From an optimization exercise on the open Yosys and OpenROAD flow, aimed at small area and a short achievable clock period; shortcuts taken in it are not production practice. At most, simulation tests tie the RTL to the original design; equivalence was not proved. The RTL of runs 2, 3 and 6 was laid out without a check of its function. Power is estimated from default activity; no workload was simulated.

==> flow/design.v (outline; a module is shown in full before it is edited, if it fits) <==
// module fp_less: 32 lines
// module fp_add_ks: 34 lines
// module fp_booth_enc: 15 lines
// module fp_mul_csa: 912 lines
// module pipelined_fpu: 224 lines
module pipelined_fpu (
    input  wire logic                      clk,
    input  wire logic                      reset,
    input  wire logic                      start,
    input  wire logic [1:0]                op,         
    input  wire logic [31:0]               a,
    input  wire logic [31:0]               b,
    output logic                           done,
    output logic [31:0]                    result
);
  // ...
==> flow/flow/run.sh <==
#!/bin/bash
# The standard layout (the standard.sh, unchanged synthesis), except that
# the port buffers are plain buf_1 cells, which the flow's repair steps may
# resize, instead of the delay cell buffer_ports picks by default.
export BUFFER_PORTS_ARGS="-buffer_cell sky130_fd_sc_hd__buf_1"
bash standard.sh > standard.log 2>&1
==> flow/standard.sh <==
#!/bin/bash
# synth_recipe.tcl (not shown) runs the flow's synth.tcl, then flattens the netlist and writes it again
# the make line also repeats each setting of config.mk as NAME=value (left out here)
make -C /OpenROAD-flow-scripts/flow DESIGN_CONFIG=/design/flow/config.mk WORK_HOME=/design/flow/orfs CLKGATE_MAP_FILE= SYNTH_SCRIPT=/design/flow/synth_recipe.tcl "${@:-finish}"
==> flow/config.mk <==
export PLATFORM = sky130hd
export DESIGN_NAME = pipelined_fpu
export DESIGN_NICKNAME = pipelined_fpu
export VERILOG_FILES = /design/flow/design.v
export SDC_FILE = /design/flow/constraint.sdc
export NUM_CORES = 4
export LEC_CHECK = 0
export ABC_AREA = 1
export CAP_MARGIN = 5
export CORE_MARGIN = 2
export CORE_UTILIZATION = 40
export CTS_CLUSTER_DIAMETER = 110
export CTS_CLUSTER_SIZE = 24
export SETUP_SLACK_MARGIN = 5
export SLEW_MARGIN = 5
==> flow/constraint.sdc <==
create_clock -name core_clock -period 10.0 [get_ports {clk}]
set_input_delay 2.0000 -clock core_clock [delete_from_list [all_inputs] [get_ports {clk}]]
set_output_delay 2.0000 -clock core_clock [all_outputs]
set_load 0.01 [all_outputs]
==> results_dict.tcl, run 1 <==
set metrics [dict create \
    status "finished clean" \
    final.setup.tns_ps 0 \
    multi_input_area_share_pct 68.7 \
    ff_latch_area_sq_um 4650 \
    power_leader "combinational cells" \
    clkSinkCount 231 \
    clock_power_mw 0.660 \
    final_cell_mix "nand2_1 (519), inv_1 (452), xor2_1 (345)" \
    cp_max_fo 26 \
    cts_setup_buffers 10 \
    diodes 0 \
    numCtsBuffers 15 \
    synth_common_cells "nand2_1 (521), inv_1 (469), xor2_1 (345), o22ai_1 (304), fa_1 (261)" \
    hold-worst-slack_ps 345 \
    ctsResizeCount 16 \
    place_hpwl_microns 73500 \
    busiest_layer "met2" \
    mappedNetlistArea_sq_um 27800 \
    netlist.area_leader.share_pct 18.8 \
    cts_tree "done" \
    layout-drive-gt1-share_pct 5.77 \
    synth.mux.area_fraction_pct 0.144 \
    synth_compound_area_share_pct 19.3 \
    yosysSeqAreaShare_pct 16.6 \
    die_area_sq_um 71700 \
    area_dominant_class "multi-input combinational cells" \
    yosys_warnings 11 \
    gr-usage-met3_pct 3.85 \
    synth-main-ff-cell "dfxtp_1" \
    rsz0062_at_grt "false" \
    worstMarginPinSlew_ps 1040 \
]
==> module fp_add_ks, before the edit <==
module fp_add_ks #(parameter int W = 26, parameter int L = 5) (
    input  wire logic [W-1:0] x,
    input  wire logic [W-1:0] y,
    input  wire logic         cin,
    output logic [W-1:0]      sum,
    output logic              cout
);
    logic [W:0] g [0:L];
    logic [W:0] p [0:L];
    logic [W-1:0] hp;
    always_comb begin
        g[0][0] = cin;
        p[0][0] = 1'b0;
        for (int i = 0; i < W; i++) begin
            g[0][i+1] = x[i] & y[i];
            p[0][i+1] = x[i] ^ y[i];
            hp[i]     = x[i] ^ y[i];
        end
        for (int l = 1; l <= L; l++) begin
            for (int i = 0; i <= W; i++) begin
                if (i >= (1 << (l - 1))) begin
                    g[l][i] = g[l-1][i] | (p[l-1][i] & g[l-1][i - (1 << (l - 1))]);
                    p[l][i] = p[l-1][i] & p[l-1][i - (1 << (l - 1))];
                end else begin
                    g[l][i] = g[l-1][i];
                    p[l][i] = p[l-1][i];
                end
            end
        end
        for (int i = 0; i < W; i++)
            sum[i] = hp[i] ^ g[L][i];
        cout = g[L][W];
    end
endmodule
==> module pipelined_fpu, before the edit <==
module pipelined_fpu (
    input  wire logic                      clk,
    input  wire logic                      reset,
    input  wire logic                      start,
    input  wire logic [1:0]                op,         
    input  wire logic [31:0]               a,
    input  wire logic [31:0]               b,
    output logic                           done,
    output logic [31:0]                    result
);
    logic        sa, sb, sbe, sub0;
    logic [7:0]  ea, eb;
    logic [22:0] fa, fb, fa0, fb0;
    logic        az, bz, aff, bff, anan, bnan, ainf, binf;
    logic        is_mul;
    logic        swapf, elt, ge, sela, rev0;
    logic [7:0]  dab, dba, d0;
    logic [8:0]  e0;
    logic [22:0] big0;
    logic [23:0] small0;
    logic [34:0] f0;
    logic [10:0] neg0;
    logic [11:0] one0, two0;
    logic        spff0, spzero0, q0, nanp0, spsign0;
    fp_less #(.W(31)) u_cmp (.x(a[30:0]), .y(b[30:0]), .lt(swapf));   
    fp_less #(.W(8), .L(3)) u_ecmp (.x(a[30:23]), .y(b[30:23]), .lt(elt));
    fp_booth_enc u_enc (.y(fb0), .neg(neg0), .one(one0), .two(two0));
    always_comb begin
        sa  = a[31];
        sb  = b[31];
        ea  = a[30:23];
        eb  = b[30:23];
        fa  = a[22:0];
        fb  = b[22:0];
        az  = (ea == 8'd0);
        bz  = (eb == 8'd0);
        aff = (ea == 8'hff);
        bff = (eb == 8'hff);
        anan = aff & (fa != 23'd0);
        bnan = bff & (fb != 23'd0);
        ainf = aff & (fa == 23'd0);
        binf = bff & (fb == 23'd0);
        is_mul = (op == 2'd2);
        sbe    = sb ^ (op == 2'd1);
        sub0   = sa ^ sbe;
        fa0    = az ? 23'd0 : fa;                    
        fb0    = bz ? 23'd0 : fb;
        dab  = ea - eb;
        dba  = eb - ea;
        ge   = ~elt;
        d0   = ge ? dab : dba;
        e0   = is_mul ? ({1'b0, ea} + {1'b0, eb}) : {1'b0, ge ? ea : eb};
        rev0 = swapf & ge & sub0;
        sela   = anan | (~bnan & (is_mul | ge));
        big0   = sela ? fa0 : fb0;
        small0 = sela ? {~bz, fb0} : {~az, fa0};
        f0     = is_mul ? {neg0, one0, two0} : {11'd0, small0};
        spff0   = 1'b0;
        spzero0 = 1'b0;
        q0      = 1'b0;
        nanp0   = 1'b0;
        spsign0 = 1'b0;
        if (op == 2'd3) begin
            spzero0 = 1'b1;
        end else if (anan) begin
            spff0 = 1'b1; spsign0 = sa; q0 = 1'b1; nanp0 = 1'b1;
        end else if (bnan) begin
            spff0 = 1'b1; spsign0 = sb; q0 = 1'b1; nanp0 = 1'b1;
        end else if (is_mul) begin
            if ((az & binf) | (ainf & bz)) begin
                spff0 = 1'b1; spsign0 = 1'b1; q0 = 1'b1;
            end else if (ainf | binf) begin
                spff0 = 1'b1; spsign0 = sa ^ sb;
            end else if (az | bz) begin
                spzero0 = 1'b1; spsign0 = sa ^ sb;
            end
        end else begin
            if (ainf & binf) begin
                spff0 = 1'b1;
                if (sub0) begin
                    spsign0 = 1'b1; q0 = 1'b1;
                end else begin
                    spsign0 = sa;
                end
            end else if (ainf) begin
                spff0 = 1'b1; spsign0 = sa;
            end else if (binf) begin
                spff0 = 1'b1; spsign0 = sbe;
            end else if (az & bz) begin
                spzero0 = 1'b1; spsign0 = sa & sbe;
            end
        end
    end
    logic        v1, mul1, sub1, spff1, spzero1, q1, nanp1, spsign1, sa1, sbe1, swapf1, rev1;
    logic [22:0] big1;
    logic [34:0] f1;
    logic [7:0]  d1;
    logic [8:0]  e1;
    always_ff @(posedge clk) begin
        if (reset) v1 <= 1'b0;
        else       v1 <= start;
    end
    always_ff @(posedge clk) begin
        mul1    <= is_mul;
        sub1    <= sub0;
        spff1   <= spff0;
        spzero1 <= spzero0;
        q1      <= q0;
        nanp1   <= nanp0;
        spsign1 <= spsign0;
        sa1     <= sa;
        sbe1    <= sbe;
        swapf1  <= swapf;
        rev1    <= rev0;
        big1    <= big0;
        f1      <= f0;
        d1      <= d0;
        e1      <= e0;
    end
    logic [47:14] ps, pc;
    logic         pcin;
    logic         sign1;
    logic [9:0]   e1x;
    fp_mul_csa u_mul (.x(big1), .neg(f1[34:24]), .one(f1[23:12]), .two(f1[11:0]),
                      .ps(ps), .pc(pc), .pcin(pcin));
    logic [23:0] smallf;
    logic [24:0] bwin, awin;
    logic [23:0] smask;
    logic        sticky;
    logic [24:0] addsum;
    logic        addco;
    logic [25:0] x1;
    fp_add_ks #(.W(25)) u_add (.x(awin), .y(bwin ^ {25{sub1}}), .cin(sub1 & ~sticky & ~rev1),
                               .sum(addsum), .cout(addco));
    always_comb begin
        if (spff1 | spzero1)
            sign1 = spsign1;
        else if (mul1)
            sign1 = sa1 ^ sbe1;
        else
            sign1 = swapf1 ? sbe1 : sa1;
        e1x = mul1 ? ({1'b0, e1} - 10'd126) : {2'b00, e1[7:0]};
        smallf = f1[23:0];
        awin   = {1'b1, big1, 1'b0};
        bwin   = (d1 >= 8'd25) ? 25'd0 : ({smallf, 1'b0} >> d1[4:0]);
        for (int i = 0; i < 24; i++)
            smask[i] = (d1 >= 8'(i + 2)) && (d1 <= 8'(i + 24));
        sticky = |(smallf & smask);
        x1     = {addco & ~sub1, addsum ^ {25{rev1}}};
        if (spff1)
            x1 = {4'd0, big1[21:0] & {22{nanp1}}};
    end
    logic        v2, mul2, sign2, spff2, spzero2, q2;
    logic [9:0]  e2;
    logic [47:14] ps2, pc2;
    logic        pcin2;
    logic [25:0] x2;
    always_ff @(posedge clk) begin
        if (reset) v2 <= 1'b0;
        else       v2 <= v1;
    end
    always_ff @(posedge clk) begin
        mul2    <= mul1;
        sign2   <= sign1;
        spff2   <= spff1;
        spzero2 <= spzero1;
        q2      <= q1;
        e2      <= e1x;
        ps2     <= ps;
        pc2     <= pc;
        pcin2   <= pcin;
        x2      <= x1;
    end
    logic [34:0] prod;
    logic        phi;
    logic [22:0] mfrac, afrac, frac;
    logic [7:0]  mexp, aexp, fexp;
    logic        movf, munf, aovf, aunf, ovf, unf;
    logic [4:0]  lz;
    logic [25:0] xn;
    logic        azero;
    logic [31:0] packed_value;
    always_comb begin
        prod  = {ps2, 1'b1} + {pc2, pcin2};
        phi   = prod[34];
        mfrac = phi ? prod[33:11] : prod[32:10];
        mexp  = phi ? e2[7:0] : (e2[7:0] - 8'd1);
        movf  = phi ? ($signed(e2) >= 10'sd255) : ($signed(e2) >= 10'sd256);
        munf  = phi ? ($signed(e2) <= 10'sd0) : ($signed(e2) <= 10'sd1);
        lz = 5'd0;
        for (int i = 0; i < 26; i++)
            if (x2[i]) lz = 5'(25 - i);
        xn    = x2 << lz;
        afrac = xn[24:2];
        aexp  = e2[7:0] + 8'd1 - {3'd0, lz};
        aovf  = x2[25] & (e2[7:0] == 8'd254);
        aunf  = (e2[7:5] == 3'd0) & (lz > e2[4:0]);
        azero = (x2 == 26'd0);
        frac = mul2 ? mfrac : afrac;
        fexp = mul2 ? mexp : aexp;
        ovf  = mul2 ? movf : aovf;
        unf  = mul2 ? munf : aunf;
        if (spff2)
            packed_value = {sign2, 8'hff, q2, x2[21:0]};
        else if (spzero2 | (~mul2 & azero))
            packed_value = {sign2 & spzero2, 31'd0};
        else if (ovf)
            packed_value = {sign2, 8'hff, 23'd0};
        else if (unf)
            packed_value = {sign2, 31'd0};
        else
            packed_value = {sign2, fexp, frac};
    end
    always_ff @(posedge clk) begin
        if (reset) begin
            done   <= 1'b0;
            result <= '0;
        end else begin
            done <= v2;
            if (v2)
                result <= packed_value;
        end
    end
endmodule
==> run 2, diff against run 1 <==
--- a/flow/design.v
+++ b/flow/design.v
@@ -47,7 +47,7 @@
         p[0][0] = 1'b0;
         for (int i = 0; i < W; i++) begin
             g[0][i+1] = x[i] & y[i];
-            p[0][i+1] = x[i] ^ y[i];
+            p[0][i+1] = x[i] | y[i];
             hp[i]     = x[i] ^ y[i];
         end
         for (int l = 1; l <= L; l++) begin
@@ -1131,8 +1131,7 @@
     logic [24:0] addsum;
     logic        addco;
     logic [25:0] x1;
-    fp_add_ks #(.W(25)) u_add (.x(awin), .y(bwin ^ {25{sub1}}), .cin(sub1 & ~sticky & ~rev1),
-                               .sum(addsum), .cout(addco));
+    logic [26:0] addfull;
     always_comb begin
         if (spff1 | spzero1)
             sign1 = spsign1;
@@ -1147,6 +1146,8 @@
         for (int i = 0; i < 24; i++)
             smask[i] = (d1 >= 8'(i + 2)) && (d1 <= 8'(i + 24));
         sticky = |(smallf & smask);
+        addfull = {1'b0, awin, 1'b1} + {1'b0, bwin ^ {25{sub1}}, sub1 & ~sticky & ~rev1};
+        {addco, addsum} = addfull[26:1];
         x1     = {addco & ~sub1, addsum ^ {25{rev1}}};
         if (spff1)
             x1 = {4'd0, big1[21:0] & {22{nanp1}}};
@@ -1156,6 +1157,7 @@
     logic [47:14] ps2, pc2;
     logic        pcin2;
     logic [25:0] x2;
+    always_comb x2 = ps2[39:14];
     always_ff @(posedge clk) begin
         if (reset) v2 <= 1'b0;
         else       v2 <= v1;
@@ -1167,10 +1169,9 @@
         spzero2 <= spzero1;
         q2      <= q1;
         e2      <= e1x;
-        ps2     <= ps;
+        ps2     <= (mul1 & ~spff1) ? ps : {8'd0, x1};
         pc2     <= pc;
         pcin2   <= pcin;
-        x2      <= x1;
     end
     logic [34:0] prod;
     logic        phi;
--- a/flow/config.mk
+++ b/flow/config.mk
@@ -6,10 +6,8 @@
 export NUM_CORES = 4
 export LEC_CHECK = 0
 export ABC_AREA = 1
-export CAP_MARGIN = 5
+export CAP_MARGIN = 20
 export CORE_MARGIN = 2
 export CORE_UTILIZATION = 40
-export CTS_CLUSTER_DIAMETER = 110
-export CTS_CLUSTER_SIZE = 24
 export SETUP_SLACK_MARGIN = 5
-export SLEW_MARGIN = 5
+export SLEW_MARGIN = 20
==> results_dict.tcl, run 2 <==
set metrics [dict create \
    startpoint "big1[2]$_DFF_P_" \
    nFillCells 7143 \
    cts_tree "done" \
    grt_usage_pct 29.6 \
    route.detailed.drc 0 \
    synth-main-ff-cell "dfxtp_1" \
    drt-initial-drc-count 3137 \
    netlist.area_leader.share_pct 18.7 \
    fin_nets 4283 \
    dp_slack_ps 4300 \
    io_pins 102 \
    clk_path_buf_depth 3 \
    clk_pin_slew_ps 60 \
    insertion_delay_ps 580 \
    reg.largest.list "f1: 35 flops, pc2: 34 flops, ps2: 34 flops" \
    fin_crit_sh_pct 49.0 \
    grt_start_max_net_pins 67 \
    vias 27200 \
    first_pass_iters 5 \
    final.setup.worst_slack_ps 5100 \
    wl_per_cell_microns 22.7 \
    first_global_vias 26300 \
    min_period_ps 4900 \
    syn2layout_area_growth_pct 7.90 \
    die_area_sq_um 71800 \
    rows 96 \
    synth_top_cell_by_area "fa_1" \
    die_w_microns 268 \
    place_hpwl_microns 78500 \
    core_sq_um 68800 \
    hp-class "reg -> reg" \
    dieHeight_microns 268 \
    gp_congestion 1.02 \
    io_buffers 101 \
    rsz0062_at_grt "true" \
    mappedNetlistArea_sq_um 27900 \
    ff_latch_area_sq_um 4120 \
    synth_fp_nets 4304 \
    clkSinkCount 205 \
    path_class "reg -> reg" \
    yosys_warnings 8 \
    diodes 0 \
    synthTopCellsByArea "fa_1 (19%), dfxtp_1 (15%), xor2_1 (11%)" \
    yosysMostFrequentCell "inv_1" \
    worstPathRequired_ps 10410 \
    layout-drive-gt1-share_pct 5.75 \
    ys_ff_latch 205 \
    slew_headroom_pct 20.9 \
    wl_microns 107000 \
    ctsRootBufferMaster "clkbuf_16" \
    final_common_cell "inv_1" \
    leakage_nw 14.4 \
    cp_max_fo 25 \
    numCtsBuffers 25 \
    top_register "f1" \
    cts_max_level 1 \
    max_freq_mhz 204 \
    power.density_nw_per_um2 371 \
    worstMarginPinSlew_ps 1190 \
    worst_ep_arrival_time_ps 5310 \
    worst_clock_skew_ps 24.1 \
    via_per_inst 5.76 \
    syn-instance-count 3795 \
    status "finished clean" \
    hp-start "e1[0]$_DFF_P_" \
    end_kind "flip-flop" \
    report.final.slew_viol_count 0 \
    final.setup.tns_ps 0 \
    antenna_found_initial 2 \
    yosysSeqAreaShare_pct 14.7 \
    synth_edf_count 0 \
    ir_drop_mv 0.290 \
    setup-violations-final 0 \
    finalHoldViolations 0 \
    cts_hold_buffers 0 \
    synth_area_per_cell_sq_um 7.34 \
    ant_nets 0 \
    synth_common_cells "inv_1 (536), nand2_1 (525), xor2_1 (344), o22ai_1 (287), fa_1 (261)" \
    largest_register_ffs 35 \
    start_util_pct 40.5 \
    start_kind "flip-flop" \
    multiInputGateArea_sq_um 20800 \
    cap_viol_max_count 0 \
    ys_async_sr_fraction_pct 0 \
    final_cell_mix "inv_1 (530), nand2_1 (524), xor2_1 (344)" \
    grt_pass1_wl_microns 162000 \
    synth_cell_types 68 \
    crit-reg2reg-launch "big1[2]$_DFF_P_" \
    overflow 0 \
]
run 2: changes by cell type in the layout (fill, tap and decap cells not counted), moves of 6 or more:
cell        before  now
a21oi_1        218  236
clkbuf_16       16   25
clkinv_4         0    6
clkinvlp_2      11    4
clkinvlp_4      17   11
dfxtp_1        218  193
inv_1          452  530
nand3_1        158  180
o211ai_1        10   20
o21ai_0        212  228
o22ai_1        304  287
run 2: layer usage:
layer	share of wire [%]	GRT usage, %
met4	4.6	11.8
met3	11	7.40
met5	0.021	0.338
met1	42	40.6
met2	42	44.6
run 2: cell families (layout without fill, tap and decap cells):
| group | Yosys count | count (layout) | synth area share [%] |
|---|---|---|---|
| and+or+nand+nor | 1023 | 1024 | 15.6 |
| AOI/OAI and AO/OA | 944 | 944 | 19.9 |
| buffers and inverters | 803 | 799 | 11.1 |
| adders and majority gates | 440 | 440 | 26.8 |
| xor gates and xnor gates | 377 | 377 | 11.8 |
| DFF | 205 | 205 | 14.7 |
| muxes | 3 | 3 | 0.108 |
run 2: final timing paths:
path	slack, ps	endpoint	cells after the start
max	5100	ps2[19]$_DFF_P_	9
min	330	e2[0]$_DFF_P_	0
max reg2reg	5100	ps2[19]$_DFF_P_	9
min reg2reg	330	e2[0]$_DFF_P_	0
run 2: layout make-up:
class	instances	area share [%]
inverters	578	7.33
clock inverters	15	0.587
flip-flops and latches	205	13.7
repair buffers	171	3.10
multi-input cells	2788	69.0
well taps	931	3.87
repair inverters	5	0.0915
clock buffers	30	2.31
run 2: critical path, cell delays in order, from the launching register on:
cell and delay, ps:
dfxtp_1 580, clkinv_1 950, o22ai_1 470, xor2_1 230, fa_1 500, fa_1 470, fa_1 490, inv_1 40
fa_1 550, o221ai_1 430
run 2: through the flow:
| step | area, sq um | cells | hold WS (ps) | util, % | power, mW |
|---|---|---|---|---|---|
| 6_report | 30100 | 4723 | 332 | 43.7 | 11.2 |
| 2_1_floorplan | 27900 | 3795 | 310 | - | 6.90 |
| 3_5_place_dp | 28900 | 4658 | 320 | 42.0 | 9.95 |
| 3_3_place_gp | 28900 | 4658 | 312 | 42.0 | 9.91 |
| 5_1_grt | 30100 | 4723 | 334 | 43.7 | 12.2 |
| 4_1_cts | 29800 | 4707 | 334 | 43.4 | 11.0 |
run 2: where the power goes:
part / total, mW / switching (mW) / internal [mW] / leakage [nW]
registers: 1.41 / 0.335 / 1.08 / 1.71
logic: 8.80 / 5.51 / 3.28 / 12.2
clock network: 0.954 / 0.399 / 0.555 / 0.416
run 2: timing repair:
| item | in CTS | in global routing |
|---|---|---|
| endpoints found under the setup margin | 12 | 13 |
| resized for setup | 4 | 52 |
| setup buffers | 1 | 13 |
| pin swaps | 1 | 1 |
| cloned | 3 | 3 |
==> run 3, diff against run 2 <==
--- a/flow/design.v
+++ b/flow/design.v
@@ -1131,7 +1131,8 @@
     logic [24:0] addsum;
     logic        addco;
     logic [25:0] x1;
-    logic [26:0] addfull;
+    fp_add_ks #(.W(25)) u_add (.x(awin), .y(bwin ^ {25{sub1}}), .cin(sub1 & ~sticky & ~rev1),
+                               .sum(addsum), .cout(addco));
     always_comb begin
         if (spff1 | spzero1)
             sign1 = spsign1;
@@ -1146,8 +1147,6 @@
         for (int i = 0; i < 24; i++)
             smask[i] = (d1 >= 8'(i + 2)) && (d1 <= 8'(i + 24));
         sticky = |(smallf & smask);
-        addfull = {1'b0, awin, 1'b1} + {1'b0, bwin ^ {25{sub1}}, sub1 & ~sticky & ~rev1};
-        {addco, addsum} = addfull[26:1];
         x1     = {addco & ~sub1, addsum ^ {25{rev1}}};
         if (spff1)
             x1 = {4'd0, big1[21:0] & {22{nanp1}}};
@@ -1157,7 +1156,7 @@
     logic [47:14] ps2, pc2;
     logic        pcin2;
     logic [25:0] x2;
-    always_comb x2 = ps2[39:14];
+    always_comb x2 = {ps2[47:40], ps2[22:14], pc2[22:14]};
     always_ff @(posedge clk) begin
         if (reset) v2 <= 1'b0;
         else       v2 <= v1;
@@ -1169,8 +1168,13 @@
         spzero2 <= spzero1;
         q2      <= q1;
         e2      <= e1x;
-        ps2     <= (mul1 & ~spff1) ? ps : {8'd0, x1};
-        pc2     <= pc;
+        if (mul1 & ~spff1) begin
+            ps2 <= ps;
+            pc2 <= pc;
+        end else begin
+            ps2 <= {x1[25:18], ps[39:23], x1[17:9]};
+            pc2 <= {pc[47:23], x1[8:0]};
+        end
         pcin2   <= pcin;
     end
     logic [34:0] prod;
--- a/flow/config.mk
+++ b/flow/config.mk
@@ -9,5 +9,7 @@
 export CAP_MARGIN = 20
 export CORE_MARGIN = 2
 export CORE_UTILIZATION = 40
+export CTS_CLUSTER_DIAMETER = 110
+export CTS_CLUSTER_SIZE = 24
 export SETUP_SLACK_MARGIN = 5
 export SLEW_MARGIN = 20
==> results_dict.tcl, run 3 <==
set metrics [dict create \
    status "finished clean" \
    via_per_inst 5.72 \
    intPower_mw 4.47 \
    synth_area_per_cell_sq_um 7.34 \
    seqPwrFrac_pct 13.9 \
    nFillCells 7335 \
    highest_layer "met5" \
    cts_hold_buffers 0 \
    yosysSeqAreaShare_pct 14.5 \
    hp-class "reg -> reg" \
    dieHeight_microns 270 \
    start_util_pct 40.4 \
    core_sq_um 69900 \
    critPathSlowestCell "clkinvlp_2" \
    insertion_delay_ps 520 \
    start_kind "flip-flop" \
    rsz0062_at_grt "true" \
    ant_nets 0 \
    ys_async_sr_fraction_pct 0 \
    synth-main-ff-cell "dfxtp_1" \
    startpoint "f1[5]$_DFF_P_" \
    syn2layout_area_growth_pct 6.93 \
    yosys_warnings 11 \
    worstPathRequired_ps 10350 \
    end_kind "flip-flop" \
    path_class "reg -> reg" \
    die_w_microns 270 \
    clkSinkCount 205 \
    vias 27300 \
    final.setup.worst_slack_ps 5040 \
    final_common_cell "nand2_1" \
    diodes 0 \
    place_hpwl_microns 78000 \
    clk_path_buf_depth 3 \
    first_global_vias 26500 \
    ctsRootBufferMaster "clkbuf_16" \
    sw_frac_of_total_pct 56.2 \
    gp_congestion 1.01 \
    final.setup.tns_ps 0 \
    whs_path_depth 0 \
    largest_register_ffs 35 \
    synth_top_cell_by_area "fa_1" \
    finalHoldViolations 0 \
    worst_clock_skew_ps 25.1 \
    cap_viol_max_count 0 \
    ys_ff_latch 205 \
    wl_met1_microns 45300 \
    hp-start "q1$_SDFF_PN0_" \
    ir_drop_mv 0.244 \
    syn-instance-count 3847 \
    drt-initial-drc-count 2990 \
    top_register "f1" \
    fin_crit_sh_pct 49.6 \
    wl_met3_microns 10900 \
    hold-path-endpoint "q2$_DFF_P_" \
    dp_slack_ps 3830 \
    wl_microns 106000 \
    overflow 0 \
    antenna_found_initial 2 \
    layout-drive-gt1-share_pct 5.92 \
    reg.largest.list "f1: 35 flops, pc2: 34 flops, ps2: 34 flops" \
    grt_start_max_net_pins 60 \
    crit_family "adder cells" \
    route.detailed.drc 0 \
    cp_max_fo 11 \
    synth_cell_types 69 \
    clk_pin_slew_ps 90 \
    slew_headroom_pct 29.1 \
    max_freq_mhz 201 \
    route.met2.wl_microns 46200 \
    leakage_nw 14.1 \
    numCtsBuffers 15 \
    min_period_ps 4960 \
    synth_common_cells "nand2_1 (590), inv_1 (536), xor2_1 (339), o22ai_1 (288), fa_1 (261)" \
    critPathMaxStageDelay_ps 910 \
    die_area_sq_um 72700 \
    reg2reg_depth 11 \
    first_pass_iters 6 \
    fin_nets 4363 \
    yosysMostFrequentCell "nand2_1" \
    setup-violations-final 0 \
    mappedNetlistArea_sq_um 28200 \
    crit-reg2reg-launch "f1[5]$_DFF_P_" \
    clkPwrFrac_pct 6.2 \
    cts_max_level 1 \
    synth_edf_count 0 \
    reg2reg_to "ps2[16]$_DFF_P_" \
    io_pins 102 \
    switching_power_mw 5.73 \
    worst_ep_arrival_time_ps 5310 \
    rows 97 \
    wl_per_cell_microns 22.2 \
    cp_cell_sequence "clkinvlp_2 > o22ai_1 > xor2_1 > fa_1 > inv_1 > fa_1 > inv_1 > fa_1 > fa_1 > nor2_1 > a31oi_1" \
    cts_tree "done" \
    worstMarginPinSlew_ps 1060 \
    synthTopCellsByArea "fa_1 (19%), dfxtp_1 (15%), xor2_1 (11%)" \
    netlist.area_leader.share_pct 18.5 \
    io_buffers 101 \
    worst-path-buf-inv 3 \
    report.final.slew_viol_count 0 \
    p_comb_share_pct 79.8 \
    grt_usage_pct 28.3 \
    r2r_setup_slack_ps 5040 \
    grt_pass1_wl_microns 161000 \
    final_cell_mix "nand2_1 (587), inv_1 (524), xor2_1 (339)" \
    power.density_nw_per_um2 338 \
    synth_fp_nets 4379 \
    crit_path_frequent_cell "fa_1" \
]
-- run 3: changes by cell type after synthesis, sizes merged, moves of 6 or more --
cell | previous run | this run
nor2 | 227 | 235
nand3 | 182 | 149
buf | 60 | 54
a21oi | 240 | 234
o221ai | 14 | 7
ha | 179 | 202
nor3 | 23 | 34
or2 | 2 | 9
a31oi | 28 | 35
nand2 | 535 | 596
-- run 3: repair_timing --
item | in CTS | in global routing
buffers inserted | 4 | 15
cloned | 3 | 5
pin swaps | 0 | 3
gates resized for setup | 17 | 39
setup endpoints to repair | 42 | 44
-- run 3: layout make-up --
cell class	instances	area (sq um)	area share, %
timing repair inverter	8	42.5	0.141
tap	940	1180	3.90
multi-input combinational	2842	21100	70.0
clock buffer	17	383	1.27
clock inverter	6	105	0.348
inverter	580	2230	7.39
sequential	205	4130	13.7
timing repair buffer	179	982	3.25
-- run 3: worst max path at each step --
stage                            to  slack, ps  cells after the start
finish              ps2[16]$_DFF_P_       5040                     11
global route        ps2[43]$_DFF_P_       4850                     37
CTS                 ps2[43]$_DFF_P_       4900                     36
detailed placement   f1[23]$_DFF_P_       3830                     15
global placement     f1[23]$_DFF_P_       3820                     15
floorplan           ps2[43]$_DFF_P_       5570                     37
-- run 3: kinds of logic after synthesis --
group,Yosys count,share of synthesized area [%]
compound gates,926,19.2
xor+xnor,368,11.4
fa+ha+maj,463,27.5
buf+inv,800,10.9
flops,205,14.5
mux,7,0.248
simple gates,1078,16.2
-- run 3: layer usage --
layer	track usage [%]	vias to the layer above
met5	0	-
met2	44.2	1462
met4	8.73	2
li1	-	12600
met1	39.2	13000
met3	5.68	236
-- run 3: through the flow --
step	cell area, sq um	power [mW]	cells	util, %	hold slack (ps)
4_1_cts	29900	10.1	4757	42.8	335
3_5_place_dp	29300	9.41	4727	42.0	321
5_1_grt	30200	11.3	4777	43.2	337
2_1_floorplan	28200	6.83	3847	-	310
6_report	30200	10.2	4777	43.2	333
3_3_place_gp	29300	9.33	4727	42.0	314
-- run 3: power groups by stage --
| stage | clock [mW] | combinational [mW] | sequential [mW] |
|---|---|---|---|
| 2_1_floorplan | 0 | 5.56 | 1.26 |
| 6_report | 0.635 | 8.14 | 1.42 |
| 4_1_cts | 0.652 | 8.05 | 1.40 |
| 5_1_grt | 0.679 | 9.20 | 1.44 |
| 3_5_place_dp | 0 | 7.99 | 1.42 |
| 3_3_place_gp | 0 | 7.91 | 1.42 |
==> run 4, diff against run 3 <==
--- a/flow/design.v
+++ b/flow/design.v
@@ -1156,7 +1156,6 @@
     logic [47:14] ps2, pc2;
     logic        pcin2;
     logic [25:0] x2;
-    always_comb x2 = {ps2[47:40], ps2[22:14], pc2[22:14]};
     always_ff @(posedge clk) begin
         if (reset) v2 <= 1'b0;
         else       v2 <= v1;
@@ -1168,14 +1167,10 @@
         spzero2 <= spzero1;
         q2      <= q1;
         e2      <= e1x;
-        if (mul1 & ~spff1) begin
-            ps2 <= ps;
-            pc2 <= pc;
-        end else begin
-            ps2 <= {x1[25:18], ps[39:23], x1[17:9]};
-            pc2 <= {pc[47:23], x1[8:0]};
-        end
+        ps2     <= ps;
+        pc2     <= pc;
         pcin2   <= pcin;
+        x2      <= x1;
     end
     logic [34:0] prod;
     logic        phi;
==> flow/flow/run.sh (replaced) <==
#!/bin/bash
# The standard layout (the standard.sh) with two changes that do not touch
# the registers or the constraints:
#  - the port buffers are plain buf_1 cells (which the flow's repair steps may
#    resize) instead of the delay cell that buffer_ports picks by default;
#  - Yosys's final ABC mapping (ABC_AREA=1) uses an area-oriented script,
#    without ABC's own buffering and sizing, which the flow's repair steps
#    redo on the placed design.
set -e
cp -r "$FLOW_HOME/scripts" ./orfs_scripts
cp flow/abc_area.script ./orfs_scripts/abc_area.script
export SCRIPTS_DIR="$PWD/orfs_scripts"
export BUFFER_PORTS_ARGS="-buffer_cell sky130_fd_sc_hd__buf_1"
bash standard.sh > standard.log 2>&1
==> flow/flow/abc_area.script (new file) <==
strash
dc2
dch -f
map -a
topo
--- a/flow/config.mk
+++ b/flow/config.mk
@@ -9,7 +9,5 @@
 export CAP_MARGIN = 20
 export CORE_MARGIN = 2
 export CORE_UTILIZATION = 40
-export CTS_CLUSTER_DIAMETER = 110
-export CTS_CLUSTER_SIZE = 24
 export SETUP_SLACK_MARGIN = 5
 export SLEW_MARGIN = 20
==> results_dict.tcl, run 4 <==
set metrics [dict create \
    status "finished clean" \
    grt_start_max_net_pins 68 \
    worstPathRequired_ps 10530 \
    yosysSeqAreaShare_pct 17.5 \
    fin_nets 4238 \
    io_buffers 101 \
    synth_fp_nets 3811 \
    layout-drive-gt1-share_pct 15.5 \
    ys_ff_latch 231 \
    dieHeight_microns 261 \
    largest_register_ffs 35 \
    critPathMaxStageDelay_ps 300 \
    mappedNetlistArea_sq_um 26400 \
    io_pins 102 \
    finalHoldViolations 0 \
    cts_tree "done" \
    gp_congestion 0.972 \
    report.final.slew_viol_count 0 \
    clk_pin_slew_ps 60 \
    die_area_sq_um 67900 \
    rows 94 \
    grt_pass1_wl_microns 154000 \
    startpoint "pc2[14]$_DFF_P_" \
    synth_top_cell_by_area "fa_1" \
    netlist.area_leader.share_pct 19.8 \
    overflow 0 \
    synth_cell_types 42 \
    first_pass_iters 6 \
    clk_path_buf_depth 3 \
    path_class "reg -> reg" \
    numCtsBuffers 27 \
    yosys_warnings 11 \
    crit-reg2reg-launch "pc2[14]$_DFF_P_" \
    core_sq_um 65500 \
    first_global_vias 25500 \
    reg2reg_depth 61 \
    place_hpwl_microns 70100 \
    syn2layout_area_growth_pct 23.6 \
    start_util_pct 40.2 \
    wl_microns 103000 \
    synth-main-ff-cell "dfxtp_1" \
    final_common_cell "clkinv_1" \
    die_w_microns 261 \
    max_freq_mhz 129 \
    insertion_delay_ps 610 \
    slew_headroom_pct 22.5 \
    nFillCells 6218 \
    power.density_nw_per_um2 343 \
    reg2reg_to "result[0]$_SDFFE_PP0P_" \
    clkSinkCount 231 \
    synthTopCellsByArea "fa_1 (20%), dfxtp_1 (18%), xor2_1 (11%)" \
    top_register "f1" \
    setup-violations-final 0 \
    grt_usage_pct 29.2 \
    ys_async_sr_fraction_pct 0 \
    leakage_nw 13.0 \
    crit_path_frequent_cell "buf_4" \
    cts_hold_buffers 0 \
    reg.largest.list "f1: 35 flops, pc2: 34 flops, ps2: 34 flops" \
    final_cell_mix "clkinv_1 (497), nand2_1 (365), xor2_1 (336)" \
    worst_ep_arrival_time_ps 8310 \
    start_kind "flip-flop" \
    final.setup.tns_ps 0 \
    worstMarginPinSlew_ps 1160 \
    min_period_ps 7770 \
    cap_viol_max_count 0 \
    end_kind "flip-flop" \
    final.setup.worst_slack_ps 2230 \
    cts_max_level 1 \
    worst_clock_skew_ps 18.2 \
    synth_common_cells "clkinv_1 (542), nand2_1 (383), xor2_1 (344), o22ai_1 (295), fa_1 (261)" \
    r2r_setup_slack_ps 2230 \
    rsz0062_at_grt "true" \
    route.detailed.drc 0 \
    yosysMostFrequentCell "clkinv_1" \
    drt-initial-drc-count 3033 \
    vias 26800 \
    hp-class "reg -> reg" \
    diodes 0 \
    syn-instance-count 3279 \
    hold-worst-slack_ps 327 \
    critPathSlowestCell "dfxtp_1" \
    worstSetupEndpoint "result[0]$_SDFFE_PP0P_" \
    dp_slack_ps 1580 \
    synth_area_per_cell_sq_um 8.04 \
    ant_nets 0 \
    whs_path_depth 0 \
    wl_per_cell_microns 22.4 \
    ir_drop_mv 0.174 \
    cp_max_fo 2 \
    via_per_inst 5.83 \
    antenna_found_initial 4 \
    fin_crit_sh_pct 77.7 \
    synth_edf_count 0 \
    ctsRootBufferMaster "clkbuf_16" \
]
==> run 4: changes by cell type after synthesis, moves of 17 or more <==
cell,before,now
buf_1,33,0
inv_1,536,0
clkbuf_1,166,0
nand3_1,142,71
clkinv_1,16,542
a21o_2,0,17
inv_2,27,0
nand2_1,590,383
nor2_1,226,189
o21ai_0,256,234
dfxtp_1,205,231
a22oi_1,3,20
==> run 4: power by group <==
group	total [mW]	internal, mW	leakage [nW]	switching, mW
clock	1.09	0.630	0.470	0.458
sequential	1.57	1.32	1.94	0.255
combinational	8.52	3.72	10.6	4.80
total	11.2	5.67	13.0	5.52
==> run 4: critical path: cells and delay by family (launching register included) <==
kind            cells  cell delay, ps
compound gates     11            1380
fa+ha+maj           1             290
buf+inv            47            5550
flops               1             300
simple gates        2             180
==> run 4: cells by family (layout without fill, tap and decap cells) <==
| group | Yosys count | count (layout) | synth area share [%] |
|---|---|---|---|
| adder cells (fa/ha/maj) | 463 | 463 | 29.4 |
| flip-flops | 231 | 231 | 17.5 |
| XOR/XNOR | 383 | 383 | 12.7 |
| AND/OR/NAND/NOR | 728 | 730 | 11.4 |
| AO/OA/AOI/OAI | 931 | 931 | 21.1 |
| multiplexers | 1 | 1 | 0.0380 |
| buffers and inverters | 542 | 988 | 7.72 |
==> run 4: timing repair <==
action	4_1_cts	5_1_grt
gates cloned	6	2
resized for setup	124	207
setup endpoints to repair	69	50
pin swaps	54	100
buffers inserted	175	46
==> run 4: through the flow <==
step	util [%]	power (mW)	cells	area (sq um)
after floorplan	-	6.46	3279	26600
after global placement	43.7	8.43	4312	28600
after detailed placement	43.7	8.49	4312	28600
after CTS	47.9	10.6	4543	31400
after global routing	49.7	12.4	4591	32600
final	49.7	11.2	4591	32600
==> run 4: layout make-up <==
cell class / instances / area (sq um) / share of cell area, %
inverters: 542 / 2210 / 6.78
well taps: 864 / 1080 / 3.32
clock inverters: 19 / 248 / 0.761
flip-flops and latches: 231 / 4670 / 14.3
repair buffers: 393 / 2950 / 9.06
clock buffers: 31 / 721 / 2.21
repair inverters: 3 / 26.3 / 0.0807
multi-input cells: 2508 / 20700 / 63.5
==> run 4: layer usage <==
layer | GRT usage [%] | share of wire (%) | wire length, microns
met1 | 40.8 | 41 | 42000
met2 | 45.3 | 44 | 44800
met3 | 5.03 | 11 | 11300
met4 | 10.3 | 4.4 | 4510
met5 | 0 | 0.053 | 54
==> run 4: worst min-delay path by stage <==
stage                  startpoint            end  slack, ps
global route        e1[0]$_DFF_P_  e2[0]$_DFF_P_        330
finish              q1$_SDFF_PN0_     q2$_DFF_P_        330
detailed placement  e1[0]$_DFF_P_  e2[0]$_DFF_P_        310
floorplan           e1[0]$_DFF_P_  e2[0]$_DFF_P_        310
CTS                 q1$_SDFF_PN0_     q2$_DFF_P_        330
global placement    e1[0]$_DFF_P_  e2[0]$_DFF_P_        310
==> run 5, diff against run 4 <==
==> flow/flow/run.sh (replaced) <==
#!/bin/bash
# The standard layout (the standard.sh) with two changes that do not touch
# the registers or the constraints:
#  - the port buffers are plain buf_1 cells (which the flow's repair steps may
#    resize) instead of the delay cell that buffer_ports picks by default;
#  - Yosys's final ABC mapping uses the standard speed script without ABC's own
#    buffering and sizing, which the flow's repair steps redo on the placed
#    design.
set -e
cp -r "$FLOW_HOME/scripts" ./orfs_scripts
cp flow/abc_speed.script ./orfs_scripts/abc_speed.script
export SCRIPTS_DIR="$PWD/orfs_scripts"
export BUFFER_PORTS_ARGS="-buffer_cell sky130_fd_sc_hd__buf_1"
bash standard.sh > standard.log 2>&1
==> flow/flow/abc_speed.script (new file) <==
&get -n
&st
&dch
&nf
&st
&syn2
&if -g -K 6
&synch2
&nf
&st
&syn2
&if -g -K 6
&synch2
&nf
&st
&syn2
&if -g -K 6
&synch2
&nf
&st
&syn2
&if -g -K 6
&synch2
&nf
&st
&syn2
&if -g -K 6
&synch2
&nf
&put
topo
--- a/flow/config.mk
+++ b/flow/config.mk
@@ -5,7 +5,6 @@
 export SDC_FILE = /design/flow/constraint.sdc
 export NUM_CORES = 4
 export LEC_CHECK = 0
-export ABC_AREA = 1
 export CAP_MARGIN = 20
 export CORE_MARGIN = 2
 export CORE_UTILIZATION = 40
removed: flow/flow/abc_area.script
==> results_dict.tcl, run 5 <==
set metrics [dict create \
    rows 96 \
    numCtsBuffers 28 \
    ys_async_sr_fraction_pct 0 \
    syn2layout_area_growth_pct 13.2 \
    wl_per_cell_microns 21.8 \
    worst-path-buf-inv 3 \
    final_common_cell "clkinv_1" \
    status "finished clean" \
    first_global_vias 24800 \
    fin_crit_sh_pct 50.0 \
    synth_cell_types 70 \
    r2r_setup_slack_ps 5000 \
    cap_viol_max_count 0 \
    final_cell_mix "clkinv_1 (354), xnor2_1 (308), a22oi_1 (262)" \
    diodes 0 \
    core_sq_um 68600 \
    path_class "reg -> reg" \
    finalHoldViolations 0 \
    end_kind "flip-flop" \
    crit-reg2reg-launch "d1[0]$_DFF_P_" \
    worstSetupEndpoint "x2[25]$_SDFF_PP0_" \
    antenna_found_initial 0 \
    fin_nets 3895 \
    synthTopCellsByArea "fa_1 (19%), dfxtp_1 (17%), xnor2_1 (9.7%)" \
    cts_hold_buffers 0 \
    slew_headroom_pct 32.0 \
    via_per_inst 5.83 \
    synth_edf_count 0 \
    startpoint "d1[0]$_DFF_P_" \
    cts_tree "done" \
    power.density_nw_per_um2 319 \
    syn-instance-count 3142 \
    synth_common_cells "clkinv_1 (359), xnor2_1 (308), a22oi_1 (262), fa_1 (261), dfxtp_1 (231)" \
    dieHeight_microns 267 \
    insertion_delay_ps 600 \
    cp_num_cells 22 \
    mappedNetlistArea_sq_um 27700 \
    synth_area_per_cell_sq_um 8.82 \
    largest_register_ffs 35 \
    leakage_nw 11.9 \
    overflow 0 \
    ant_nets 0 \
    synth_fp_nets 3674 \
    grt_usage_pct 26.2 \
    total_power_mw 10.0 \
    worst_ep_arrival_time_ps 5460 \
    ir_drop_mv 0.196 \
    final.setup.tns_ps 0 \
    min_period_ps 5000 \
    yosysMostFrequentCell "clkinv_1" \
    grt_pass1_wl_microns 146000 \
    synth_top_cell_by_area "fa_1" \
    drt-initial-drc-count 2728 \
    critPathSlowestCell "mux4_2" \
    clk_pin_slew_ps 60 \
    die_area_sq_um 71400 \
    ys_ff_latch 231 \
    grt_start_max_net_pins 63 \
    yosysSeqAreaShare_pct 16.7 \
    io_buffers 101 \
    setup-violations-final 0 \
    report.final.slew_viol_count 0 \
    reg.largest.list "f1: 35 flops, pc2: 34 flops, ps2: 34 flops" \
    worstPathRequired_ps 10470 \
    netlist.area_leader.share_pct 18.9 \
    route.detailed.drc 0 \
    worst_clock_skew_ps 28.0 \
    start_util_pct 40.4 \
    wl_microns 94300 \
    clkSinkCount 231 \
    worstMarginPinSlew_ps 1010 \
    clk_path_buf_depth 3 \
    place_hpwl_microns 65100 \
    crit_family "compound AO/OA/AOI/OAI gates" \
    critPathMaxStageDelay_ps 550 \
    reg2reg_to "x2[25]$_SDFF_PP0_" \
    top_register "f1" \
    die_w_microns 267 \
    hp-class "reg -> reg" \
    vias 25200 \
    io_pins 102 \
    cp_max_fo 23 \
    cts_max_level 1 \
    yosys_warnings 11 \
    ctsRootBufferMaster "clkbuf_16" \
    cp_cell_sequence "buf_12 > buf_16 > mux2i_1 > mux4_2 > and3_1 > or4_1 > nand2_1 > clkinv_1 > ha_1 > nand2b_1 > a21oi_1 > o211ai_1 > a211oi_2 > o31ai_2 > a21oi_2 > o31ai_2 > a2111oi_4 > nor3_2 > o31ai_1 > a21oi_1 > a21bo_1 > a211oi_1" \
    max_freq_mhz 200 \
    gp_congestion 0.923 \
    start_kind "flip-flop" \
    rsz0062_at_grt "true" \
    first_pass_iters 7 \
    layout-drive-gt1-share_pct 5.73 \
    reg2reg_depth 22 \
    synth-main-ff-cell "dfxtp_1" \
]
[run 5: kinds of logic after synthesis]
group	count (synthesis)	synth area share [%]
AOI/OAI and AO/OA	870	21.1
and+or+nand+nor	696	11.8
adders and majority gates	465	28.1
buffers and inverters	359	4.86
muxes	116	4.72
DFF	231	16.7
xor gates and xnor gates	405	12.8
[run 5: final cells by class]
type | instances | area [sq um]
timing repair buffer | 190 | 1170
clock buffer | 37 | 795
sequential | 231 | 4650
clock inverter | 15 | 264
inverter | 359 | 1360
tap | 931 | 1160
fill | 6789 | 37200
multi-input combinational | 2553 | 21900
[run 5: how the worst min path moves through the flow]
stage / end / slack, ps / cells after the start / startpoint
after floorplan: e2[0]$_DFF_P_ / 310 / 0 / e1[0]$_DFF_P_
after global placement: q2$_DFF_P_ / 310 / 0 / q1$_SDFF_PN0_
after detailed placement: q2$_DFF_P_ / 310 / 0 / q1$_SDFF_PN0_
after CTS: q2$_DFF_P_ / 290 / 0 / q1$_SDFF_PN0_
after global routing: q2$_DFF_P_ / 310 / 0 / q1$_SDFF_PN0_
final: q2$_DFF_P_ / 300 / 0 / q1$_SDFF_PN0_
[run 5: repair_timing]
action                                  CTS  global route
endpoints found under the setup margin   59            78
buffers inserted                          5             7
cloned                                    0             1
gates resized for setup                  15            39
pin swaps                                 1             6
[run 5: worst reg2reg max path: stages (launching register included)]
cell,delay (ps)
dfxtp_4,460
buf_12,140
buf_16,170
mux2i_1,140
mux4_2,550
and3_1,200
or4_1,490
nand2_1,110
clkinv_1,80
ha_1,220
nand2b_1,80
a21oi_1,80
o211ai_1,260
a211oi_2,140
o31ai_2,290
a21oi_2,110
o31ai_2,370
a2111oi_4,140
nor3_2,280
o31ai_1,120
a21oi_1,230
a21bo_1,150
a211oi_1,70
[run 5: per-layer routing]
metal  wire length, microns  track usage, %  vias to the layer above
li1                       -               -                    11700
met1                  43000            37.4                    12200
met2                  40500            39.8                     1126
met3                   7580            4.64                      214
met4                   3140            8.56                        0
met5                      0               0                        -
[run 5: power by group]
group,switching [mW],leakage [nW],total (mW),internal (mW)
Clock,0.438,0.516,1.15,0.716
Combinational,4.31,9.42,7.30,2.99
Sequential,0.251,1.94,1.55,1.30
[run 5: per-stage QoR]
stage | setup slack, ps | util [%] | std cells | hold slack [ps] | area (sq um)
floorplan | 5060 | - | 3142 | 310 | 27800
global placement | 4150 | 43.6 | 4250 | 313 | 29900
detailed placement | 4100 | 43.6 | 4250 | 315 | 29900
CTS | 4930 | 45.3 | 4307 | 294 | 31100
global route | 4810 | 45.7 | 4316 | 308 | 31400
finish | 5000 | 45.7 | 4316 | 304 | 31400
==> run 6, diff against run 5 <==
--- a/flow/design.v
+++ b/flow/design.v
@@ -47,7 +47,7 @@
         p[0][0] = 1'b0;
         for (int i = 0; i < W; i++) begin
             g[0][i+1] = x[i] & y[i];
-            p[0][i+1] = x[i] | y[i];
+            p[0][i+1] = x[i] ^ y[i];
             hp[i]     = x[i] ^ y[i];
         end
         for (int l = 1; l <= L; l++) begin
@@ -1126,7 +1126,7 @@
                       .ps(ps), .pc(pc), .pcin(pcin));
     logic [23:0] smallf;
     logic [24:0] bwin, awin;
-    logic [23:0] smask;
+    logic [22:0] smask;
     logic        sticky;
     logic [24:0] addsum;
     logic        addco;
@@ -1144,9 +1144,12 @@
         smallf = f1[23:0];
         awin   = {1'b1, big1, 1'b0};
         bwin   = (d1 >= 8'd25) ? 25'd0 : ({smallf, 1'b0} >> d1[4:0]);
-        for (int i = 0; i < 24; i++)
-            smask[i] = (d1 >= 8'(i + 2)) && (d1 <= 8'(i + 24));
-        sticky = |(smallf & smask);
+        for (int i = 0; i < 23; i++)
+            smask[i] = (d1 >= 8'(i + 2));
+        if (d1 > 8'd24)
+            sticky = smallf[23] & (d1 <= 8'd47);
+        else
+            sticky = |(smallf[22:0] & smask[22:0]);
         x1     = {addco & ~sub1, addsum ^ {25{rev1}}};
         if (spff1)
             x1 = {4'd0, big1[21:0] & {22{nanp1}}};
==> flow/flow/run.sh (replaced) <==
#!/bin/bash
# The standard layout (the standard.sh, unchanged synthesis), except that
# the port buffers are plain buf_1 cells, which the flow's repair steps may
# resize, instead of the delay cell buffer_ports picks by default.
export BUFFER_PORTS_ARGS="-buffer_cell sky130_fd_sc_hd__buf_1"
bash standard.sh > standard.log 2>&1
--- a/flow/config.mk
+++ b/flow/config.mk
@@ -5,8 +5,11 @@
 export SDC_FILE = /design/flow/constraint.sdc
 export NUM_CORES = 4
 export LEC_CHECK = 0
+export ABC_AREA = 1
 export CAP_MARGIN = 20
 export CORE_MARGIN = 2
 export CORE_UTILIZATION = 40
+export CTS_CLUSTER_DIAMETER = 110
+export CTS_CLUSTER_SIZE = 24
 export SETUP_SLACK_MARGIN = 5
 export SLEW_MARGIN = 20
removed: flow/flow/abc_speed.script
==> results_dict.tcl, run 6 <==
set metrics [dict create \
    layout-drive-gt1-share_pct 5.17 \
    synth_top_cell_by_area "fa_1" \
    switching_power_mw 5.26 \
    die_w_microns 267 \
    first_pass_iters 7 \
    ant_nets 0 \
    placed_cell_area_sq_um 28700 \
    antenna_found_initial 0 \
    grt_start_max_net_pins 59 \
    wl_per_cell_microns 21.2 \
    fin_crit_sh_pct 47.6 \
    syn-instance-count 3661 \
    yosysMostFrequentCell "nand2_1" \
    leakage_nw 13.4 \
    synth_area_per_cell_sq_um 7.58 \
    total_power_mw 9.70 \
    core_sq_um 68600 \
    report.final.slew_viol_count 0 \
    clkSinkCount 231 \
    cts_max_level 1 \
    io_pins 102 \
    netlist.area_leader.share_pct 18.8 \
    insertion_delay_ps 540 \
    syn2layout_area_growth_pct 5.90 \
    seqPwrFrac_pct 16.3 \
    worstMarginPinSlew_ps 1120 \
    fin_nets 4140 \
    top_register "f1" \
    ir_drop_mv 0.193 \
    start_kind "flip-flop" \
    slew_headroom_pct 25.3 \
    ys_ff_latch 231 \
    overflow 0 \
    synthTopCellsByArea "fa_1 (19%), dfxtp_1 (17%), xor2_1 (11%)" \
    die_area_sq_um 71500 \
    hp-class "reg -> reg" \
    final_cell_mix "nand2_1 (526), inv_1 (465), xor2_1 (341)" \
    path_class "reg -> reg" \
    cap_viol_max_count 0 \
    reg.largest.list "f1: 35 flops, pc2: 34 flops, ps2: 34 flops" \
    grt_usage_pct 26.5 \
    max_freq_mhz 210 \
    setup-violations-final 0 \
    gp_congestion 0.976 \
    p_comb_share_pct 77.4 \
    status "finished clean" \
    dieHeight_microns 267 \
    min_period_ps 4760 \
    start_util_pct 40.4 \
    drt-initial-drc-count 2494 \
    synth_edf_count 0 \
    mappedNetlistArea_sq_um 27700 \
    clk_path_buf_depth 3 \
    grt_pass1_wl_microns 147000 \
    cts_tree "done" \
    synth_fp_nets 4170 \
    final_common_cell "nand2_1" \
    worstPathRequired_ps 10410 \
    vias 25600 \
    clk_pin_slew_ps 100 \
    route.detailed.drc 0 \
    clkPwrFrac_pct 6.3 \
    power.density_nw_per_um2 330 \
    hold-worst-slack_ps 325 \
    worst_clock_skew_ps 29.9 \
    io_buffers 101 \
    synth_common_cells "nand2_1 (527), inv_1 (476), xor2_1 (341), o22ai_1 (301), fa_1 (261)" \
    synth-main-ff-cell "dfxtp_1" \
    rows 96 \
    final.setup.tns_ps 0 \
    fin_area_sq_um 29400 \
    cp_max_fo 25 \
    rsz0062_at_grt "true" \
    sw_frac_of_total_pct 54.2 \
    worst_ep_arrival_time_ps 5170 \
    cts_hold_buffers 0 \
    yosys_warnings 11 \
    yosysSeqAreaShare_pct 16.7 \
    numCtsBuffers 14 \
    fin_util_pct 42.8 \
    ctsRootBufferMaster "clkbuf_16" \
    first_global_vias 24600 \
    intPower_mw 4.44 \
    place_hpwl_microns 71900 \
    synth_cell_types 69 \
    largest_register_ffs 35 \
    end_kind "flip-flop" \
    finalHoldViolations 0 \
    via_per_inst 5.60 \
    wl_microns 96900 \
    ys_async_sr_fraction_pct 0 \
]
-- run 6: power by group through the flow --
stage / logic [mW] / clock network, mW / registers [mW]
finish: 7.50 / 0.615 / 1.58
global route: 8.61 / 0.665 / 1.60
CTS: 7.48 / 0.638 / 1.56
detailed placement: 7.44 / 0 / 1.58
global placement: 7.32 / 0 / 1.58
floorplan: 5.38 / 0 / 1.45
-- run 6: layer usage --
metal | part of all wire, % | vias up | GRT usage [%]
li1 | - | 12000 | -
met1 | 44 | 12000 | 37.0
met2 | 44 | 1273 | 40.7
met3 | 8.9 | 216 | 4.60
met4 | 3.9 | 0 | 10.4
met5 | 0 | - | 0
-- run 6: cells by family (layout without fill, tap and decap cells) --
logic type                 count (synthesis)  after routing  share of synthesized area (%)
xor gates and xnor gates                 383            383                           12.1
buffers and inverters                    737            709                           10.3
adders and majority gates                440            440                           26.9
AOI/OAI and AO/OA                        871            871                           18.5
muxes                                      5              5                          0.180
and+or+nand+nor                          994            994                           15.4
other                                      0              1                              0
DFF                                      231            231                           16.7
-- run 6: cell type report --
cell class,count,area (sq um)
Timing Repair Buffer,159,818
Sequential cell,231,4640
Antenna cell,1,2.50
Inverter,522,2010
Fill cell,7131,39200
Clock buffer,15,375
Timing Repair inverter,10,50.0
Clock inverter,3,43.8
Tap cell,931,1160
Multi-Input combinational cell,2693,20300
-- run 6: worst paths after layout --
check	slack [ps]	startpoint	cells after the start	to
min reg2reg	330	e1[0]$_DFF_P_	0	e2[0]$_DFF_P_
min	330	e1[0]$_DFF_P_	0	e2[0]$_DFF_P_
max	5240	big1[19]$_DFF_P_	11	ps2[30]$_DFF_P_
max reg2reg	5240	big1[19]$_DFF_P_	11	ps2[30]$_DFF_P_
-- run 6: per-stage QoR --
stage / instances / setup WS [ps]
2_1_floorplan: 3661 / 5730
3_3_place_gp: 4522 / 3890
3_5_place_dp: 4522 / 3870
4_1_cts: 4542 / 5010
5_1_grt: 4564 / 4970
6_report: 4565 / 5240
-- run 6: repair_timing --
| action | in CTS | in global routing |
|---|---|---|
| buffers inserted | 1 | 13 |
| endpoints found under the setup margin | 23 | 25 |
| resized for setup | 5 | 26 |
| gates cloned | 1 | 9 |
| endpoints found under the hold margin | 0 | 0 |
-- run 6: critical path, stage by stage, from the launching register on --
cell and delay (ps):
dfxtp_1 550, clkinv_1 890, o22ai_1 450, xor2_1 240
fa_1 480, fa_1 590, inv_1 80, fa_1 370
inv_1 80, fa_1 410, inv_1 80, fa_1 400
==> run 7, diff against run 6 <==
--- a/flow/design.v
+++ b/flow/design.v
@@ -1014,7 +1014,7 @@
     logic [22:0] fa, fb, fa0, fb0;
     logic        az, bz, aff, bff, anan, bnan, ainf, binf;
     logic        is_mul;
-    logic        swapf, elt, ge, sela, rev0;
+    logic        swapf, elt, ge, sela;
     logic [7:0]  dab, dba, d0;
     logic [8:0]  e0;
     logic [22:0] big0;
@@ -1051,8 +1051,7 @@
         ge   = ~elt;
         d0   = ge ? dab : dba;
         e0   = is_mul ? ({1'b0, ea} + {1'b0, eb}) : {1'b0, ge ? ea : eb};
-        rev0 = swapf & ge & sub0;
-        sela   = anan | (~bnan & (is_mul | ge));
+        sela   = anan | (~bnan & (is_mul | ~swapf));
         big0   = sela ? fa0 : fb0;
         small0 = sela ? {~bz, fb0} : {~az, fa0};
         f0     = is_mul ? {neg0, one0, two0} : {11'd0, small0};
@@ -1092,7 +1091,7 @@
             end
         end
     end
-    logic        v1, mul1, sub1, spff1, spzero1, q1, nanp1, spsign1, sa1, sbe1, swapf1, rev1;
+    logic        v1, mul1, sub1, spff1, spzero1, q1, nanp1, spsign1, sa1, sbe1, swapf1;
     logic [22:0] big1;
     logic [34:0] f1;
     logic [7:0]  d1;
@@ -1112,7 +1111,6 @@
         sa1     <= sa;
         sbe1    <= sbe;
         swapf1  <= swapf;
-        rev1    <= rev0;
         big1    <= big0;
         f1      <= f0;
         d1      <= d0;
@@ -1131,7 +1129,7 @@
     logic [24:0] addsum;
     logic        addco;
     logic [25:0] x1;
-    fp_add_ks #(.W(25)) u_add (.x(awin), .y(bwin ^ {25{sub1}}), .cin(sub1 & ~sticky & ~rev1),
+    fp_add_ks #(.W(25)) u_add (.x(awin), .y(bwin ^ {25{sub1}}), .cin(sub1 & ~sticky),
                                .sum(addsum), .cout(addco));
     always_comb begin
         if (spff1 | spzero1)
@@ -1150,7 +1148,7 @@
             sticky = smallf[23] & (d1 <= 8'd47);
         else
             sticky = |(smallf[22:0] & smask[22:0]);
-        x1     = {addco & ~sub1, addsum ^ {25{rev1}}};
+        x1     = {addco & ~sub1, addsum};
         if (spff1)
             x1 = {4'd0, big1[21:0] & {22{nanp1}}};
     end
--- a/flow/config.mk
+++ b/flow/config.mk
@@ -9,7 +9,5 @@
 export CAP_MARGIN = 20
 export CORE_MARGIN = 2
 export CORE_UTILIZATION = 40
-export CTS_CLUSTER_DIAMETER = 110
-export CTS_CLUSTER_SIZE = 24
 export SETUP_SLACK_MARGIN = 5
 export SLEW_MARGIN = 20
==> results_dict.tcl, run 7 <==
set metrics [dict create \
    min_period_ps 4710 \
    antenna_found_initial 0 \
    status "finished clean" \
    path_class "reg -> reg" \
    switching_power_mw 5.23 \
    gp_congestion 0.973 \
    crit_family "compound AO/OA/AOI/OAI gates" \
    synth_area_per_cell_sq_um 7.53 \
    diodes 0 \
    synth_cell_types 66 \
    end_kind "flip-flop" \
    wl_microns 97600 \
    dieHeight_microns 265 \
    yosys_warnings 11 \
    first_global_vias 24700 \
    leakage_nw 13.4 \
    final_cell_mix "nand2_1 (498), inv_1 (477), xor2_1 (315)" \
    clk_pin_slew_ps 60 \
    clkSinkCount 230 \
    largest_register_ffs 35 \
    yosys.area_share.simple_pct 14.7 \
    synth_top_family_by_area "adder cells" \
    die_area_sq_um 70500 \
    synth.mux.area_fraction_pct 0.183 \
    hp-class "reg -> reg" \
    seqPwrFrac_pct 15.8 \
    grt_pass1_wl_microns 149000 \
    intPower_mw 4.72 \
    rows 95 \
    power.density_nw_per_um2 336 \
    place_hpwl_microns 72100 \
    synth_fa_ha_area_share_pct 27.3 \
    hold-worst-slack_ps 326 \
    yosysSeqAreaShare_pct 16.8 \
    syn2layout_area_growth_pct 8.20 \
    worstMarginPinSlew_ps 1120 \
    mappedNetlistArea_sq_um 27300 \
    critPathMaxStageDelay_ps 470 \
    start_util_pct 40.6 \
    report.final.slew_viol_count 0 \
    cts_max_level 1 \
    final.setup.tns_ps 0 \
    via_per_inst 5.69 \
    setup-violations-final 0 \
    start_kind "flip-flop" \
    ys_ff_latch 230 \
    route.detailed.drc 0 \
    p_comb_share_pct 73.2 \
    synth-main-ff-cell "dfxtp_1" \
    synth_top_cell_by_area "fa_1" \
    io_pins 102 \
    worst_clock_skew_ps 24.3 \
    slew_headroom_pct 25.0 \
    cp_max_fo 24 \
    synth_compound_area_share_pct 19.5 \
    numCtsBuffers 27 \
    grt_usage_pct 27.1 \
    wl_per_cell_microns 21.6 \
    first_pass_iters 7 \
    synth_edf_count 0 \
    overflow 0 \
    cts_tree "done" \
    yosysMostFrequentCell "nand2_1" \
    die_w_microns 265 \
    drt-initial-drc-count 2487 \
    worstPathRequired_ps 10510 \
    synthTopCellsByArea "fa_1 (19%), dfxtp_1 (17%), xor2_1 (10%)" \
    sw_frac_of_total_pct 52.6 \
    crit_path_frequent_cell "nand2_1" \
    top_register "f1" \
    layout-drive-gt1-share_pct 5.38 \
    reg.largest.list "f1: 35 flops, pc2: 34 flops, ps2: 34 flops" \
    ir_drop_mv 0.161 \
    insertion_delay_ps 600 \
    vias 25700 \
    fin_util_pct 43.9 \
    finalHoldViolations 0 \
    total_power_mw 9.94 \
    critPathSlowestCell "dfxtp_2" \
    core_sq_um 67400 \
    fin_crit_sh_pct 47.1 \
    fin_nets 4134 \
    final_common_cell "nand2_1" \
    worst-path-buf-inv 5 \
    synth_fp_nets 4142 \
    ys_async_sr_fraction_pct 0 \
    netlist.area_leader.share_pct 19.1 \
    synthXorXnorAreaFrac_pct 11.1 \
    clkPwrFrac_pct 11.0 \
    clk_path_buf_depth 3 \
    syn-instance-count 3633 \
    cts_hold_buffers 0 \
    nFillCells 6919 \
    cap_viol_max_count 0 \
    worst_ep_arrival_time_ps 5220 \
    ctsRootBufferMaster "clkbuf_16" \
    synth_common_cells "nand2_1 (499), inv_1 (486), xor2_1 (315), o22ai_1 (305), fa_1 (261)" \
    grt_start_max_net_pins 51 \
    max_freq_mhz 212 \
    rsz0062_at_grt "true" \
    ant_nets 0 \
    io_buffers 101 \
]
==> run 7: cell types whose count changed after synthesis, moves of 10 or more <==
cell and change:
nor2_1 +31, nand2_1 -28, xor2_1 -26, o21ai_0 +22, a21oi_1 +18, nand3_1 -11
xnor2_1 -11, inv_1 +10, nand4_1 -10
==> run 7: cell families (layout without fill, tap and decap cells) <==
kind of cell | after synthesis | after routing
simple gates | 959 | 959
compound gates | 911 | 911
buf+inv | 742 | 753
fa+ha+maj | 440 | 440
xor+xnor | 346 | 346
flops | 230 | 230
mux | 5 | 5
==> run 7: layer usage <==
metal / global-route usage (%) / wire length, microns
met1: 38.6 / 42400
met2: 41.6 / 41900
met3: 3.51 / 8960
met4: 10.7 / 4310
met5: 0 / 0
==> run 7: worst paths after layout <==
path                       start                end  slack, ps  cells after the start
setup reg to reg  f1[11]$_DFF_P_  x2[25]$_SDFF_PP0_       5290                     30
hold / removal     q1$_SDFF_PN0_         q2$_DFF_P_        330                      0
hold reg to reg    q1$_SDFF_PN0_         q2$_DFF_P_        330                      0
setup / recovery  f1[11]$_DFF_P_  x2[25]$_SDFF_PP0_       5290                     30
==> run 7: worst register-to-register path: cells and delay by family, from the launching register on <==
family          cells  cell delay (ps)
xor+xnor            1              120
compound gates      9             1930
flops               1              470
fa+ha+maj           1              400
simple gates       14             1190
buf+inv             5              520
==> run 7: final cells by class <==
type                       count  area (sq um)  share of cell area [%]
multi-input combinational   2661         19900                    67.4
timing repair buffer         166           882                    2.98
timing repair inverter         8          42.5                   0.144
clock inverter                14           228                   0.770
sequential                   230          4620                    15.6
tap                          873          1090                    3.69
inverter                     531          2040                    6.89
clock buffer                  34           752                    2.54
==> run 7: power by group through the flow <==
stage / sequential, mW / clock (mW) / combinational (mW)
2_1_floorplan: 1.44 / 0 / 5.17
6_report: 1.57 / 1.09 / 7.28
3_3_place_gp: 1.57 / 0 / 7.10
3_5_place_dp: 1.57 / 0 / 7.21
5_1_grt: 1.59 / 1.15 / 8.38
4_1_cts: 1.55 / 1.12 / 7.24
==> run 7: what timing repair did <==
| item | 4_1_cts | 5_1_grt |
|---|---|---|
| gates resized for setup | 2 | 44 |
| pin swaps | 0 | 1 |
| setup buffers | 1 | 15 |
| gates cloned | 1 | 7 |
| endpoints found under the setup margin | 2 | 45 |
==> run 7: stage by stage <==
step | std cells | setup slack (ps) | area, sq um
6_report | 4517 | 5290 | 29600
5_1_grt | 4517 | 4940 | 29600
4_1_cts | 4494 | 5000 | 29300
3_5_place_dp | 4444 | 4610 | 28300
2_1_floorplan | 3633 | 5750 | 27300
3_3_place_gp | 4444 | 4580 | 28300

==> what the ideal ports hide <==
The flow's constraints put no driver on any port. The routed layouts listed below were extracted and timed again, unchanged, in two steps.
Step 1, drivers: a clkbuf_16 drives clk and a buf_2 each remaining input, both assumed.
Step 2 also shifts input and output timing later by t, the mid clock arrival at the registers, as if the neighbouring blocks saw the same clock.
a / b / c = ideal / step 1 / step 2; a / b = the first two.
| run | t (ns) | slack for setup (ns) | clock arrival spread, ns |
|---|---|---|---|
| run 1 | 0.603 | 5.279 / 5.279 / 4.771 | 0.037 / 0.037 |
| run 2 | 0.629 | 5.102 / 5.102 / 4.911 | 0.025 / 0.025 |
| run 3 | 0.566 | 5.037 / 5.037 / 4.793 | 0.025 / 0.025 |
| run 4 | 0.663 | 2.226 / 2.226 / 2.226 | 0.021 / 0.021 |
| run 5 | 0.658 | 5.003 / 5.003 / 4.665 | 0.029 / 0.028 |
| run 6 | 0.581 | 5.240 / 5.240 / 4.745 | 0.030 / 0.029 |
| run 7 | 0.653 | 5.291 / 5.291 / 4.710 | 0.024 / 0.024 |
After both steps every run listed still meets setup and hold. For run 7, which loses most, drivers alone change the setup slack by 0.000 ns; drivers and shift together by -0.581 ns.
